What follows belongs to an exercise in optimizing a design on an open flow for small area, a short achievable clock period and few clock cycles; a production flow would make more cautious choices. In this exercise RTL edits were held to simulation tests only and were not proved equivalent to the original.

// core
module core #(
  parameter int REG_SIZE   = 8,
  parameter int ADDR_SIZE  = 8,
  parameter int INSN_SIZE  = 16,
  parameter int INSN_COUNT = 16
) (
  input  logic                            clk,
  input  logic                            reset,
  input  logic                            init_R0_flag,
  input  logic [REG_SIZE-1:0]             init_R0_data,
  input  logic [INSN_SIZE*INSN_COUNT-1:0] insn_data,
  input  logic                            Start,
  output logic                            Ready,
  output logic [1:0]                      enable_M,
  output logic [ADDR_SIZE-1:0]            addr_M,
  output logic [REG_SIZE-1:0]             wr_data_M,
  input  logic [REG_SIZE-1:0]             rd_data_M,
  input  logic                            ready_M
);
Size in the first run: roughly 1900 cells after synthesis, roughly 450 flip-flops, about 23000 um2 of cells after synthesis.
export LEC_CHECK = 0
export CAP_MARGIN = 20
export CORE_MARGIN = 2
export CORE_UTILIZATION = 55
export CTS_BUF_LIST = sky130_fd_sc_hd__clkbuf_8
export CTS_CLUSTER_DIAMETER = 60
export CTS_CLUSTER_SIZE = 18
export SLEW_MARGIN = 20
export TNS_END_PERCENT = 10
create_clock -name core_clock -period 10.0 [get_ports {clk}]
standard.sh (not shown) runs the stock make flow with config.mk's settings and CLKGATE_MAP_FILE= SYNTH_SCRIPT=/design/flow/synth_recipe.tcl, a recipe that flattens the netlist after the stock synthesis.
==> flow/flow/run.sh <==
#!/bin/bash
# Layout: the standard flow (standard.sh) with three changes:
#  - port buffers of the smallest drive (buffer_ports -buffer_cell buf_1);
#    repair resizes the ones that need more;
#  - no adder cells in synthesis (ADDER_MAP_FILE empty), so abc maps the
#    arithmetic together with the logic around it;
#  - timing repair aims at a larger setup slack margin.
# make's output goes to flow.log; each step's own log is under orfs/logs/.
set -uo pipefail
bash standard.sh "ADDER_MAP_FILE=" "SETUP_SLACK_MARGIN=6.2" \
  "BUFFER_PORTS_ARGS=-buffer_cell sky130_fd_sc_hd__buf_1" finish > flow.log 2>&1
Testbench counts at the start, summed over its fixed seeds: cycles 7,544.
Change:
--- a/flow/design.v
+++ b/flow/design.v
@@ -175,16 +175,14 @@
   logic [15:0][15:0]    buf_q;
   logic [15:0][7:0]     regs_q;
   logic [15:0]          ir1_q;
   logic [3:0]           pc1_q;
   logic                 idv_q;      
   logic [3:0]           op2_q, rd2_q;
-  logic                 ld2_q, wr2_q, mul2_q, sub2_q;
-  logic [7:0]           opa_q, opb_q;
-  logic [7:0]           adr_q, wd_q;
-  logic                 stp_q;
+  logic                 ld2_q, st2_q, wr2_q, mul2_q, sub2_q;
+  logic [7:0]           opa_q, opb_q, adr_q;    
   logic [7:0] alu_fast, alu_mul, wdata, fwd;
   logic       we2, ex_stall;
   core_alu #(.W(REG_SIZE)) u_alu (
     .op  (op2_q),
     .sub (sub2_q),
     .a   (opa_q),
@@ -192,16 +190,16 @@
     .fast(alu_fast),
     .mul (alu_mul)
   );
   assign we2      = wr2_q | ld2_q;
   assign wdata    = ld2_q ? rd_data_M : (mul2_q ? alu_mul : alu_fast);
   assign fwd      = ld2_q ? rd_data_M : alu_fast;
-  assign ex_stall = ld2_q & !ready_M;
-  assign enable_M  = {stp_q, ld2_q};
+  assign ex_stall = (ld2_q | st2_q) & !ready_M;
+  assign enable_M  = {st2_q, ld2_q};
   assign addr_M    = adr_q;
-  assign wr_data_M = wd_q;
+  assign wr_data_M = opa_q;
   assign Ready     = !run_q;
   logic [3:0]  r_op, r_aidx, r_bidx, s_op, s_aidx, s_bidx;
   logic        r_use_a, r_use_b, r_fa, r_fb, r_bnz, s_bnz;
   logic [3:0]  op1, rd1, aidx, bidx;
   logic [7:0]  imm1, rda, rdb, vala, valb, fsrc;
   logic        fa, fb, is_set1;
@@ -241,13 +239,12 @@
   assign vala = fa ? fsrc : rda;
   assign valb = is_set1 ? imm1 : (fb ? fsrc : rdb);
   always_comb begin
     for (int k = 0; k < 16; k++) nzf[k] = (regs_q[k] != 8'd0);
   end
   assign id_stall = run_q ? ((r_bnz && we2 && rd2_q == ir1_q[11:8]) ||
-                             ((r_op == OP_LD || r_op == OP_ST) && stp_q && !ready_M) ||
                              (mul2_q && ((r_use_a && r_fa) || (r_use_b && r_fb))))
                           : s_bnz;
   assign taken    = r_bnz && nzf[ir1_q[11:8]];
   logic [15:0] isnop;
   logic [3:0]  pc_inc1, pc_seq;
   logic        skip;
@@ -281,36 +278,33 @@
   assign ex_load = run_q ? (idv_q && !id_stall) : (Start && !s_bnz);
   assign id_load = !run_q || (idv_q && !id_stall && !ex_stall);
   always_ff @(posedge clk) begin
     if (reset) begin
       run_q <= 1'b0;
       ld2_q <= 1'b0;
-      stp_q <= 1'b0;
+      st2_q <= 1'b0;
       wr2_q <= 1'b0;
     end else begin
       if (!run_q) run_q <= Start && (s_op != OP_STOP);
-      else if (!ex_stall && !idv_q && !(stp_q && !ready_M)) run_q <= 1'b0;
-      stp_q <= (!ex_stall && ex_load && op1 == OP_ST) || (stp_q && !ready_M);
+      else if (!ex_stall && !idv_q) run_q <= 1'b0;
       if (!ex_stall) begin
         ld2_q <= ex_load && (op1 == OP_LD);
+        st2_q <= ex_load && (op1 == OP_ST);
         wr2_q <= ex_load && (op1 != OP_NOP) && (op1 <= OP_SET);
       end
     end
   end
   always_ff @(posedge clk) begin
     if (!ex_stall) begin
       op2_q  <= op1;
       mul2_q <= ex_load && (op1 == OP_MUL);
       sub2_q <= (op1 == 4'h2);
       rd2_q  <= rd1;
       opa_q  <= vala;
       opb_q  <= valb;
-    end
-    if (!ex_stall && ex_load && (op1 == OP_LD || op1 == OP_ST)) begin
-      adr_q <= (op1 == OP_LD) ? vala : valb;
-      wd_q  <= vala;
+      adr_q  <= (op1 == OP_LD) ? vala : valb;
     end
     if (id_load) begin
       ir1_q <= fetched;
       pc1_q <= pc_next;
       idv_q <= !endb;
     end
Outcome: Core utilization rises by 1.1 points; via count rises by 1.9%; worst hold slack gets worse by 0.13 ns; synthesized cell count rises by 2.0%; synthesized area falls by 1.2%; routed wire length rises by 0.31%; design area hardly moves; non-clock buffer count rises by 11; cell count rises by 1.4%; critical path depth does not change; count of clock-buffer cells in the layout falls by 2.
Testbench counts after the change, summed over its fixed seeds: cycles 7,731.

==> what the ideal ports hide <==
Ports are ideal in the flow. The routed layouts listed here were re-timed in OpenROAD. Step 1 sets driving cells, clkbuf_16 on the clock port and buf_2 on the other inputs (assumed; they add their load-dependent delay and slew). Step 2 adds t to the input delays and takes it off the output delays; t is the mean of the earliest and latest rising clock arrival at the registers after step 1. Input paths then give back, and output paths get back, about the clock's delay inside the block. Slacks: no drivers / after step 1 / after step 2; pairs: no drivers / after step 1.
run	t (ns)	setup slack, ns	hold slack, ns
the first run	0.716	5.947 / 5.947 / 5.321	0.609 / 0.609 / 0.609
the second run	0.705	5.977 / 5.984 / 5.279	0.476 / 0.476 / 0.476
After both steps setup and hold are still met in every run listed. The setup slack of the second run, which loses most, moves by +0.007 ns with the drivers and by -0.698 ns with both steps.
